This design comes from an exercise in tuning for small area, a short achievable clock period and few clock cycles per item on the open sky130 flow, not from production work.
The RTL of this run was laid out without a check of its function.
The clock port is modelled as an ideal driver; clocking choices that lean on that would not hold on a real chip.
Power figures rest on the tool's default switching activity, not on a simulated workload.

### design/flow/design.v
package blend_pkg;
	typedef logic [8-1:0] channel_t;
	typedef struct packed
	{
		channel_t r;
		channel_t g;
		channel_t b;
	} rgb_t;
	typedef logic [12-1:0] pixel_addr_t;
	typedef struct packed
	{
		pixel_addr_t addr;   
		rgb_t rgb;           
		channel_t alpha;     
		logic last;          
	} src_entry_t;
	typedef struct packed
	{
		pixel_addr_t addr;   
		rgb_t rgb;           
		logic last;          
	} res_entry_t;
endpackage
module alpha_blend_sum
(
	input logic [7:0] s,
	input logic [7:0] d,
	input logic [7:0] a,
	output logic [15:0] n0,
	output logic [15:0] n1
);
	logic [7:0] m0;
	logic [7:0] m1;
	logic [7:0] m2;
	logic [7:0] m3;
	logic [7:0] m4;
	logic [7:0] m5;
	logic [7:0] m6;
	logic [7:0] m7;
	logic u1;
	logic u2;
	logic u3;
	logic u4;
	logic u5;
	logic u6;
	logic u7;
	logic u8;
	logic u9;
	logic u10;
	logic u11;
	logic u12;
	logic u13;
	logic u14;
	logic u15;
	logic u16;
	logic u17;
	logic u18;
	logic u19;
	logic u20;
	logic u21;
	logic u22;
	logic u23;
	logic u24;
	logic u25;
	logic u26;
	logic u27;
	logic u28;
	logic u29;
	logic u30;
	logic u31;
	logic u32;
	logic u33;
	logic u34;
	logic u35;
	logic u36;
	logic u37;
	logic u38;
	logic u39;
	logic u40;
	logic u41;
	logic u42;
	logic u43;
	logic u44;
	logic u45;
	logic u46;
	logic u47;
	logic u48;
	logic u49;
	logic u50;
	logic u51;
	logic u52;
	logic u53;
	logic u54;
	logic u55;
	logic u56;
	logic u57;
	logic u58;
	logic u59;
	logic u60;
	logic u61;
	logic u62;
	logic u63;
	logic u64;
	logic u65;
	logic u66;
	logic u67;
	logic u68;
	logic u69;
	logic u70;
	logic u71;
	logic u72;
	logic u73;
	logic u74;
	logic u75;
	logic u76;
	logic u77;
	logic u78;
	logic u79;
	logic u80;
	logic u81;
	logic u82;
	logic u83;
	logic u84;
	assign m0 = a[0] ? s : d;
	assign m1 = a[1] ? s : d;
	assign m2 = a[2] ? s : d;
	assign m3 = a[3] ? s : d;
	assign m4 = a[4] ? s : d;
	assign m5 = a[5] ? s : d;
	assign m6 = a[6] ? s : d;
	assign m7 = a[7] ? s : d;
	assign u1 = m0[6] ^ m1[5];
	assign u2 = m0[6] & m1[5];
	assign u3 = m0[7] ^ m1[6] ^ m2[5];
	assign u4 = (m0[7] & m1[6]) | (m0[7] & m2[5]) | (m1[6] & m2[5]);
	assign u5 = m3[4] ^ m4[3];
	assign u6 = m3[4] & m4[3];
	assign u7 = m1[7] ^ m2[6] ^ m3[5];
	assign u8 = (m1[7] & m2[6]) | (m1[7] & m3[5]) | (m2[6] & m3[5]);
	assign u9 = m4[4] ^ m5[3];
	assign u10 = m4[4] & m5[3];
	assign u11 = m2[7] ^ m3[6] ^ m4[5];
	assign u12 = (m2[7] & m3[6]) | (m2[7] & m4[5]) | (m3[6] & m4[5]);
	assign u13 = m0[4] ^ m1[3];
	assign u14 = m0[4] & m1[3];
	assign u15 = m0[5] ^ m1[4] ^ m2[3];
	assign u16 = (m0[5] & m1[4]) | (m0[5] & m2[3]) | (m1[4] & m2[3]);
	assign u17 = m3[2] ^ m4[1];
	assign u18 = m3[2] & m4[1];
	assign u19 = m2[4] ^ m3[3] ^ m4[2];
	assign u20 = (m2[4] & m3[3]) | (m2[4] & m4[2]) | (m3[3] & m4[2]);
	assign u21 = m5[1] ^ m6[0] ^ u1;
	assign u22 = (m5[1] & m6[0]) | (m5[1] & u1) | (m6[0] & u1);
	assign u23 = m5[2] ^ m6[1] ^ m7[0];
	assign u24 = (m5[2] & m6[1]) | (m5[2] & m7[0]) | (m6[1] & m7[0]);
	assign u25 = u2 ^ u5 ^ u3;
	assign u26 = (u2 & u5) | (u2 & u3) | (u5 & u3);
	assign u27 = m6[2] ^ m7[1] ^ u6;
	assign u28 = (m6[2] & m7[1]) | (m6[2] & u6) | (m7[1] & u6);
	assign u29 = u9 ^ u4 ^ u7;
	assign u30 = (u9 & u4) | (u9 & u7) | (u4 & u7);
	assign u31 = m5[4] ^ m6[3] ^ m7[2];
	assign u32 = (m5[4] & m6[3]) | (m5[4] & m7[2]) | (m6[3] & m7[2]);
	assign u33 = u10 ^ u8 ^ u11;
	assign u34 = (u10 & u8) | (u10 & u11) | (u8 & u11);
	assign u35 = m3[7] ^ m4[6] ^ m5[5];
	assign u36 = (m3[7] & m4[6]) | (m3[7] & m5[5]) | (m4[6] & m5[5]);
	assign u37 = m6[4] ^ m7[3] ^ u12;
	assign u38 = (m6[4] & m7[3]) | (m6[4] & u12) | (m7[3] & u12);
	assign u39 = m4[7] ^ m5[6] ^ m6[5];
	assign u40 = (m4[7] & m5[6]) | (m4[7] & m6[5]) | (m5[6] & m6[5]);
	assign u41 = m0[3] ^ m1[2];
	assign u42 = m0[3] & m1[2];
	assign u43 = m2[2] ^ m3[1] ^ m4[0];
	assign u44 = (m2[2] & m3[1]) | (m2[2] & m4[0]) | (m3[1] & m4[0]);
	assign u45 = m5[0] ^ u14 ^ u17;
	assign u46 = (m5[0] & u14) | (m5[0] & u17) | (u14 & u17);
	assign u47 = u18 ^ u16 ^ u19;
	assign u48 = (u18 & u16) | (u18 & u19) | (u16 & u19);
	assign u49 = u20 ^ u23 ^ u22;
	assign u50 = (u20 & u23) | (u20 & u22) | (u23 & u22);
	assign u51 = u24 ^ u27 ^ u26;
	assign u52 = (u24 & u27) | (u24 & u26) | (u27 & u26);
	assign u53 = u31 ^ u28 ^ u30;
	assign u54 = (u31 & u28) | (u31 & u30) | (u28 & u30);
	assign u55 = u32 ^ u35 ^ u34;
	assign u56 = (u32 & u35) | (u32 & u34) | (u35 & u34);
	assign u57 = m7[4] ^ u36 ^ u39;
	assign u58 = (m7[4] & u36) | (m7[4] & u39) | (u36 & u39);
	assign u59 = m5[7] ^ m6[6] ^ m7[5];
	assign u60 = (m5[7] & m6[6]) | (m5[7] & m7[5]) | (m6[6] & m7[5]);
	assign u61 = m0[2] ^ m1[1];
	assign u62 = m0[2] & m1[1];
	assign u63 = m2[1] ^ m3[0] ^ u41;
	assign u64 = (m2[1] & m3[0]) | (m2[1] & u41) | (m3[0] & u41);
	assign u65 = u42 ^ u13 ^ u43;
	assign u66 = (u42 & u13) | (u42 & u43) | (u13 & u43);
	assign u67 = u44 ^ u15 ^ u45;
	assign u68 = (u44 & u15) | (u44 & u45) | (u15 & u45);
	assign u69 = u46 ^ u21 ^ u47;
	assign u70 = (u46 & u21) | (u46 & u47) | (u21 & u47);
	assign u71 = u48 ^ u25 ^ u49;
	assign u72 = (u48 & u25) | (u48 & u49) | (u25 & u49);
	assign u73 = u29 ^ u50 ^ u51;
	assign u74 = (u29 & u50) | (u29 & u51) | (u50 & u51);
	assign u75 = u33 ^ u52 ^ u53;
	assign u76 = (u33 & u52) | (u33 & u53) | (u52 & u53);
	assign u77 = u37 ^ u54 ^ u55;
	assign u78 = (u37 & u54) | (u37 & u55) | (u54 & u55);
	assign u79 = u38 ^ u57 ^ u56;
	assign u80 = (u38 & u57) | (u38 & u56) | (u57 & u56);
	assign u81 = u40 ^ u59 ^ u58;
	assign u82 = (u40 & u59) | (u40 & u58) | (u59 & u58);
	assign u83 = m6[7] ^ m7[6] ^ u60;
	assign u84 = (m6[7] & m7[6]) | (m6[7] & u60) | (m7[6] & u60);
	assign n0 = {1'b0, u84, u82, u80, u78, u76, u74, u72, u70, u68, u66, u64, u62, u61, m0[1], m0[0]};
	assign n1 = {1'b0, m7[7], u83, u81, u79, u77, u75, u73, u71, u69, u67, u65, u63, m2[0], m1[0], 1'b0};
endmodule
module alpha_blend_div
(
	input logic [15:0] n0,
	input logic [15:0] n1,
	output logic [7:0] q
);
	logic v1;
	logic v2;
	logic v3;
	logic v4;
	logic v5;
	logic v6;
	logic v7;
	logic v8;
	logic v9;
	logic v10;
	logic v11;
	logic v12;
	logic v13;
	logic v14;
	logic v15;
	logic v16;
	logic v17;
	logic v18;
	logic v19;
	logic v20;
	logic v21;
	logic v22;
	logic v23;
	logic v24;
	logic v25;
	logic v26;
	logic v27;
	logic v28;
	logic v29;
	logic v30;
	logic v31;
	logic v32;
	logic v33;
	logic v34;
	logic v35;
	logic v36;
	logic v37;
	logic v38;
	logic v39;
	logic v40;
	logic v41;
	logic v42;
	logic v43;
	logic v44;
	logic [23:0] x0;
	logic [23:0] x1;
	logic [23:0] t;
	assign v1 = n0[0] ^ n0[8];
	assign v2 = n0[0] & n0[8];
	assign v3 = n0[1] ^ n0[9] ^ n1[1];
	assign v4 = (n0[1] & n0[9]) | (n0[1] & n1[1]) | (n0[9] & n1[1]);
	assign v5 = n0[2] ^ n0[10] ^ n1[2];
	assign v6 = (n0[2] & n0[10]) | (n0[2] & n1[2]) | (n0[10] & n1[2]);
	assign v7 = n0[3] ^ n0[11] ^ n1[3];
	assign v8 = (n0[3] & n0[11]) | (n0[3] & n1[3]) | (n0[11] & n1[3]);
	assign v9 = n0[4] ^ n0[12] ^ n1[4];
	assign v10 = (n0[4] & n0[12]) | (n0[4] & n1[4]) | (n0[12] & n1[4]);
	assign v11 = n0[5] ^ n0[13] ^ n1[5];
	assign v12 = (n0[5] & n0[13]) | (n0[5] & n1[5]) | (n0[13] & n1[5]);
	assign v13 = n0[6] ^ n0[14] ^ n1[6];
	assign v14 = (n0[6] & n0[14]) | (n0[6] & n1[6]) | (n0[14] & n1[6]);
	assign v15 = n1[8] ^ 1'b1;
	assign v16 = n1[8] & 1'b1;
	assign v17 = n1[9] ^ v2 ^ v3;
	assign v18 = (n1[9] & v2) | (n1[9] & v3) | (v2 & v3);
	assign v19 = n1[10] ^ v4 ^ v5;
	assign v20 = (n1[10] & v4) | (n1[10] & v5) | (v4 & v5);
	assign v21 = n1[11] ^ v6 ^ v7;
	assign v22 = (n1[11] & v6) | (n1[11] & v7) | (v6 & v7);
	assign v23 = n1[12] ^ v8 ^ v9;
	assign v24 = (n1[12] & v8) | (n1[12] & v9) | (v8 & v9);
	assign v25 = n1[13] ^ v10 ^ v11;
	assign v26 = (n1[13] & v10) | (n1[13] & v11) | (v10 & v11);
	assign v27 = n1[14] ^ v12 ^ v13;
	assign v28 = (n1[14] & v12) | (n1[14] & v13) | (v12 & v13);
	assign v29 = n0[7] ^ n1[7] ^ v14;
	assign v30 = (n0[7] & n1[7]) | (n0[7] & v14) | (n1[7] & v14);
	assign v31 = n0[8] ^ n1[8];
	assign v32 = n0[8] & n1[8];
	assign v33 = n0[9] ^ n1[9];
	assign v34 = n0[9] & n1[9];
	assign v35 = n0[10] ^ n1[10];
	assign v36 = n0[10] & n1[10];
	assign v37 = n0[11] ^ n1[11];
	assign v38 = n0[11] & n1[11];
	assign v39 = n0[12] ^ n1[12];
	assign v40 = n0[12] & n1[12];
	assign v41 = n0[13] ^ n1[13];
	assign v42 = n0[13] & n1[13];
	assign v43 = n0[14] ^ n1[14];
	assign v44 = n0[14] & n1[14];
	assign x0 = {v44, v42, v40, v38, v36, v34, v32, v30, v28, v26, v24, v22, v20, v18, v16, v15, n0[7], n0[6], n0[5], n0[4], n0[3], n0[2], n0[1], n0[0]};
	assign x1 = {1'b0, v43, v41, v39, v37, v35, v33, v31, v29, v27, v25, v23, v21, v19, v17, v1, n1[7], n1[6], n1[5], n1[4], n1[3], n1[2], n1[1], 1'b1};
	assign t = x0 + x1;
	assign q = t[23:16];
endmodule
module alpha_compositor
(
	input logic clk,
	input logic reset,
	input logic src_valid,
	output logic src_ready,
	input blend_pkg::pixel_addr_t src_addr,
	input blend_pkg::channel_t src_r,
	input blend_pkg::channel_t src_g,
	input blend_pkg::channel_t src_b,
	input blend_pkg::channel_t src_a,
	input logic src_last,
	output logic wb_cyc,
	output logic wb_stb,
	output logic wb_we,
	output blend_pkg::pixel_addr_t wb_adr,
	output blend_pkg::rgb_t wb_dat_w,
	input blend_pkg::rgb_t wb_dat_r,
	input logic wb_ack,
	output logic frame_done
);
	logic busy;
	logic wlast;        
	logic bv;
	logic [23:0] b_s;
	logic [7:0] b_a;
	logic [23:0] b_d;
	logic [11:0] b_addr;
	logic b_last;
	logic [2:0] k1;     
	logic s1v;
	logic [15:0] s1n0;
	logic [15:0] s1n1;
	logic rdy;          
	logic rd_ack;
	logic wr_ack;
	logic free;
	logic wb_free;
	logic pv;
	logic pr;
	logic po;
	logic b_done;
	logic barrier;
	logic issue_r;
	logic issue_w;
	logic load_b;
	logic s1_take;
	logic s1_load;
	logic [7:0] ch_s;
	logic [7:0] ch_d;
	logic [15:0] ch_n0;
	logic [15:0] ch_n1;
	logic [7:0] ch_q;
	assign wb_cyc = busy;
	assign wb_stb = busy;
	assign src_ready = rdy;
	assign rd_ack = busy && !wb_we && wb_ack;
	assign wr_ack = busy && wb_we && wb_ack;
	assign free = !busy || wr_ack;
	assign wb_free = !(busy && wb_we) || wb_ack;
	assign pv = src_valid && !rdy;
	assign pr = pv && (src_a != 8'hff);
	assign po = pv && (src_a == 8'hff);
	assign b_done = bv && (k1 == 3'd0);
	assign barrier = bv && b_last;   
	assign issue_r = free && pr && !barrier;
	assign issue_w = (rd_ack && bv) || (free && (!pr || barrier) && b_done);
	assign load_b = rd_ack || (free && po && (!bv || issue_w));
	assign s1_take = s1v && wb_free;
	assign s1_load = (k1 != 3'd0) && (!s1v || s1_take);
	assign ch_s = b_s[23:16];
	assign ch_d = b_d[23:16];
	alpha_blend_sum sum_u (.s(ch_s), .d(ch_d), .a(b_a), .n0(ch_n0), .n1(ch_n1));
	alpha_blend_div div_u (.n0(s1n0), .n1(s1n1), .q(ch_q));
	always_ff @(posedge clk)
	begin
		if (!reset)
		begin
			busy <= 1'b0;
			bv <= 1'b0;
			k1 <= 3'd0;
			s1v <= 1'b0;
			rdy <= 1'b0;
			frame_done <= 1'b0;
		end
		else
		begin
			frame_done <= wr_ack && wlast;
			rdy <= load_b;
			if (issue_r || issue_w)
				busy <= 1'b1;
			else if (wb_ack)
				busy <= 1'b0;
			if (load_b)
				bv <= 1'b1;
			else if (issue_w)
				bv <= 1'b0;
			if (load_b)
				k1 <= 3'b001;
			else if (s1_load)
				k1 <= {k1[1:0], 1'b0};
			if (s1_load)
				s1v <= 1'b1;
			else if (s1_take)
				s1v <= 1'b0;
		end
	end
	always_ff @(posedge clk)
	begin
		if (issue_r)
		begin
			wb_we <= 1'b0;
			wb_adr <= src_addr;
		end
		else if (issue_w)
		begin
			wb_we <= 1'b1;
			wb_adr <= b_addr;
			wlast <= b_last;
		end
		if (rd_ack)
			b_d <= wb_dat_r;
		else if (s1_load)
			b_d[23:8] <= b_d[15:0];
		if (k1 == 3'd0)
		begin
			b_s <= {src_r, src_g, src_b};
			b_a <= src_a;
		end
		else if (s1_load)
			b_s[23:8] <= b_s[15:0];
		if (load_b)
		begin
			b_addr <= src_addr;
			b_last <= src_last;
		end
		if (s1_load)
		begin
			s1n0 <= ch_n0;
			s1n1 <= ch_n1;
		end
		if (s1_take && k1[1])
			wb_dat_w[23:16] <= ch_q;
		if (s1_take && k1[2])
			wb_dat_w[15:8] <= ch_q;
		if (s1_take && k1 == 3'd0)
			wb_dat_w[7:0] <= ch_q;
	end
endmodule
### design/flow/flow/run.sh
#!/bin/bash
# Standard layout, with three changes to how it is made:
#  - the port buffers the standard flow's flow inserts are made from the smallest plain
#    buffer; repair still resizes any that timing needs;
#  - CTS adds no dummy loads to balance its leaf buffers;
#  - after CTS, one more setup repair pass on the worst path
#    (flow/post_cts.tcl).
set -euo pipefail
export BUFFER_PORTS_ARGS="-buffer_cell sky130_fd_sc_hd__buf_1"
export POST_CTS_TCL="$PWD/flow/post_cts.tcl"
export CTS_ARGS="-sink_clustering_enable -repair_clock_nets -dont_use_dummy_load -buf_list {sky130_fd_sc_hd__clkbuf_4 sky130_fd_sc_hd__clkbuf_8}"
bash standard.sh > standard_flow.log 2>&1
### design/flow/flow/post_cts.tcl
puts "post_cts: worst setup slack before [worst_slack -max]"
repair_timing -setup -setup_margin 5.6 -repair_tns 0 -verbose
detailed_placement
check_placement -verbose
puts "post_cts: worst setup slack after [worst_slack -max]"
### design/flow/standard.sh
#!/bin/bash
# synth_recipe.tcl (not shown) runs the flow's synth.tcl, then flattens the netlist and writes it again
# the make line also repeats each setting of config.mk as NAME=value (left out here)
make -C /OpenROAD-flow-scripts/flow DESIGN_CONFIG=/design/flow/config.mk WORK_HOME=/design/flow/orfs CLKGATE_MAP_FILE= SYNTH_SCRIPT=/design/flow/synth_recipe.tcl "${@:-finish}"
### design/flow/config.mk
export PLATFORM = sky130hd
export DESIGN_NAME = alpha_compositor
export DESIGN_NICKNAME = alpha_compositor
export VERILOG_FILES = /design/flow/design.v
export SDC_FILE = /design/flow/constraint.sdc
export NUM_CORES = 4
export LEC_CHECK = 0
export CAP_MARGIN = 20
export CORE_MARGIN = 2
export CORE_UTILIZATION = 40
export CTS_BUF_LIST = sky130_fd_sc_hd__clkbuf_4 sky130_fd_sc_hd__clkbuf_8
export SETUP_SLACK_MARGIN = 5
export SLEW_MARGIN = 20
export TNS_END_PERCENT = 0
### design/flow/constraint.sdc
create_clock -name core_clock -period 8.0 [get_ports {clk}]
set_input_delay 1.6000 -clock core_clock [delete_from_list [all_inputs] [get_ports {clk}]]
set_output_delay 1.6000 -clock core_clock [all_outputs]
set_load 0.01 [all_outputs]
==> metrics.md <==
| Metric | Value |
|---|---|
| Synth Instances | 555 |
| Reg area | 4230 um2 |
| Post-synth EDFFs | 135 |
| R2r startpoint | s1n0[14]$_DFFE_PP_ |
| Kind of end point of the critical path | flop |
| Worst slew pin tran | 0.952 ns |
| Req. time, crit path | 8.16 ns |
| GRT Residual Overflow | 0 |
| Slowest CP cell | fa_1 |
| Post-Syn Area | 8000 um2 |
| GP Congestion | 0.920 |
| FP Rows | just over 50 |
| F_max | 0.296 GHz |
| Footprint of the multi-input gates | 3530 um2 |
| Worst path top cell family by delay | adder cells |
| Sum of negative setup slack | 0 ns |
| Asr flop ratio synth | 0% |
| Sequential share of the synthesized area | 52.9% |
| Largest net degree at the start of global routing | 35 |
| Post-synth net total | 713 |
| PortBufs | around 110 |
| Cell Chain, Critical Path | fa_1 > inv_1 > fa_1 > inv_2 > ha_4 > nand2_2 > or4_4 > o21ai_4 > a2111oi_2 > a311o_1 |
| Pleak | ~3.5 nW |
| Max cap viols | 0 |
| Area of the core | 19500 um2 |
| Cell Area, Placed | 8730 um2 |
| Power share of the sequential group | approximately a third |
| Wire per inst | 16.1 um |
| # DRC | 0 |
| GRT Util Overall | 15.2% |
| Worst hold-check path type | flop to flop |
| Status | no timing/DRC/antenna violations |
| Skew-Pair Late Insertion Delay | 0.44 ns |
| Power share of the clock group | roughly an eighth |
| I/O pins | around 110 |
| Final Max Slew Viols | 0 |
| Final core area utilization | 47.0% |
| DRT iter0 DRCs | 172 |
| Detailed-route vias per instance | roughly 5 |
| Fin crit period | 3.38 ns |
| Hold path start | b_last$_DFFE_PP_ |
| FF+latch count, synth | 144 |
| First-pass GRT wire length | 25.5 mm |
| RSZ-0062 raised after global routing | true |
| Worst-path fanout max | 5 |
| Internal power | 2.19 mW |
| Layout area overhead | 14.7% |
| Cell mode on critical path | fa_1 |
| Detailed Place HPWL | about 12 mm |
| CTS tree | built |
| Worst Clk Skew | 0.0306 ns |
| Filler cells | 1777 |
| Crit path launch type | flop |
| # diodes | 0 |
| Design Area, Final | 9170 um2 |
| Max IR drop VDD | 0.000161 V |
| First-pass DRT Iterations | 4 |
| Antenna Nets Post-Route | 0 |
| Synth warn | 1 |
| CP Buf/Inv Count | 2 |
| Layout cell share with drive strength beyond 1 | 21.6% |
| Data arrival time of the worst path | 3.54 ns |
| Vias | 4670 |
| Synth cell types | 50 |
| Die height | about 150 um |
| Crit share post-route | 42.3% |
| Initial antenna violation count | 0 |
| Vias in the first global route | 5104 |
| Total Wirelength | 15.3 mm |
| Avg Cell Area, Syn | roughly 14 um2 |
| Power density over the cells | between 300 and 400 nW/um2 |
| Worst-path clk slew | 0.07 ns |
| Setup-failing EPs final | 0 |
| Critical setup path kind | flop to flop |
| Die area | 21100 um2 |
| Die Width | 145 um |
| Switching Share | 38.0% |
| TritonCTS Sinks | 144 |
| Gate power share | 53.1% |
| Initial Util | about two fifths |
| CP peak stage delay | roughly 0.56 ns |
| Synth Flop Type | edfxtp_1 |
| Slew headroom | 36.3% |
| Switch Pwr | 1.34 mW |
| Final-report hold violation count | 0 |
| Nets | around 840 |
| Crit path launch | s1n0[14]$_DFFE_PP_ |
[cells in the final DEF (no fill, tap or decap), types with 6 or more instances in the layout]
master / instances
mux2_2: 82
a21oi_1: 18
nand2_1: 11
o21ai_0: 8
buf_1: 113
clkbuf_8: 17
edfxtp_1: 135
inv_2: 9
fa_1: 48
ha_1: 31
buf_4: 16
mux2i_1: 28
inv_1: 69
ha_4: 6
nor2_1: 7
dfxtp_1: 9
[through the flow]
stage | setup slack, ns | power, mW | hold slack (ns) | cells
floorplan | 4.74 | 2.46 | 0.427 | 555
global placement | 4.07 | 2.81 | 0.438 | 916
detailed placement | 3.94 | 2.88 | 0.441 | 916
global route | 4.52 | 3.87 | 0.470 | 949
finish | 4.62 | 3.53 | 0.458 | 949
[worst register-to-register path: stages, from the launching register on]
cell	delay, ns
edfxtp_1	0.43
fa_1	0.56
inv_1	0.05
fa_1	0.49
inv_2	0.05
ha_4	0.27
nand2_2	0.06
or4_4	0.52
o21ai_4	0.24
a2111oi_2	0.10
a311o_1	0.34
[cell families (layout without fill, tap and decap cells)]
group / after synthesis / count (layout) / synth area share [%]
buf+inv: 96 / 225 / 4.62
compound gates: 60 / 60 / 5.09
xor+xnor: 6 / 6 / 0.657
flops: 144 / 144 / 52.9
simple gates: 54 / 54 / 3.83
fa+ha+maj: 85 / 85 / 17.8
mux: 110 / 110 / 15.1
[sequential cells by signal, indices dropped and copies added (netlist names)]
name	cells
frame_done	1
wb_dat_w	24
div_u.n1	14
rdy	1
k1	3
busy	1
b_last	1
b_addr	12
b_s	24
b_d	24
bv	1
wlast	1
s1n0	15
b_a	8
s1v	1
wb_we	1
wb_adr	12
[area by class of cell]
class                      instances  area share, %
sequential                       144           46.2
multi-input combinational        315           38.4
timing repair buffer             130           6.06
tap                              265           3.61
inverter                          78           3.19
clock buffer                      17           2.55
[metal layers]
layer | up-vias | track usage, % | wire, um
met5 | - | 0 | 0
met4 | 0 | 4.56 | 299
met3 | 21 | 4.89 | 869
met2 | 130 | 25.5 | 7430
met1 | 2272 | 19.0 | 6730
li1 | 2247 | - | -
[path summary, 6_finish.rpt]
check	cells after the start	to	slack (ns)
worst max register to register	10	wb_dat_w[20]$_DFFE_PP_	4.62
worst min-delay path	0	wlast$_DFFE_PP_	0.46
worst min register to register	0	wlast$_DFFE_PP_	0.46
worst max-delay path	10	wb_dat_w[20]$_DFFE_PP_	4.62
[synthesized netlist by cell type, drive strengths merged (2+ instances only)]
library cell    n  area share, %
dfxtp           9            2.3
a211oi          3           0.28
nand4           5           0.47
nor2b           2           0.16
a21o            6           0.58
a21oi          19            1.2
mux2           82             12
o21ai          10           0.77
and2            4           0.33
and3            3           0.23
o21a            3           0.28
mux2i          28            3.5
o31a            2           0.23
fa             48             12
nor2            8           0.38
clkbuf         13           0.61
a31oi           3           0.23
xnor2           5           0.55
ha             37            5.8
inv            78            3.7
a221oi          2           0.22
o21bai          3           0.28
edfxtp        135             51
nor3b           2           0.19
nand2          12           0.56
nand3           4           0.25
nor3            2           0.13
nand2b          5           0.39
buf             5           0.34
a2111oi         2           0.23
o31ai           2           0.19
nor4            2           0.16
[power by group through the flow]
stage / sequential (mW) / combinational (mW) / clock (mW)
6_report: 1.24 / 1.87 / 0.413
5_1_grt: 1.26 / 2.15 / 0.458
3_5_place_dp: 1.26 / 1.62 / 0
3_3_place_gp: 1.25 / 1.55 / 0
2_1_floorplan: 1.21 / 1.25 / 0

-- static timing again, ports no longer ideal --
The results above use ideal ports. As a check the final layout listed here was re-extracted and re-timed, cells and wires unchanged. Step 1 (the two cells are an assumption about what drives the block):
set clk [get_ports {clk}]
set_driving_cell -lib_cell sky130_fd_sc_hd__clkbuf_16 $clk
set_driving_cell -lib_cell sky130_fd_sc_hd__buf_2 [delete_from_list [all_inputs] $clk]
Step 2, shift: input delay + t, output delay - t, t = (earliest + latest rising clock arrival at the registers) / 2. This alone moves slack from input paths to output paths. Slacks: ideal / step 1 / step 2; pairs: ideal / step 1.
t (ns): 0.465
setup slack, ns: 4.617 / 4.617 / 4.303
worst setup path after step 2: input to register
clock arrival spread, ns: 0.035 / 0.036
After both steps setup and hold are still met in this run. The setup slack of this run moves by 0.000 ns with the drivers and by -0.314 ns with both steps.
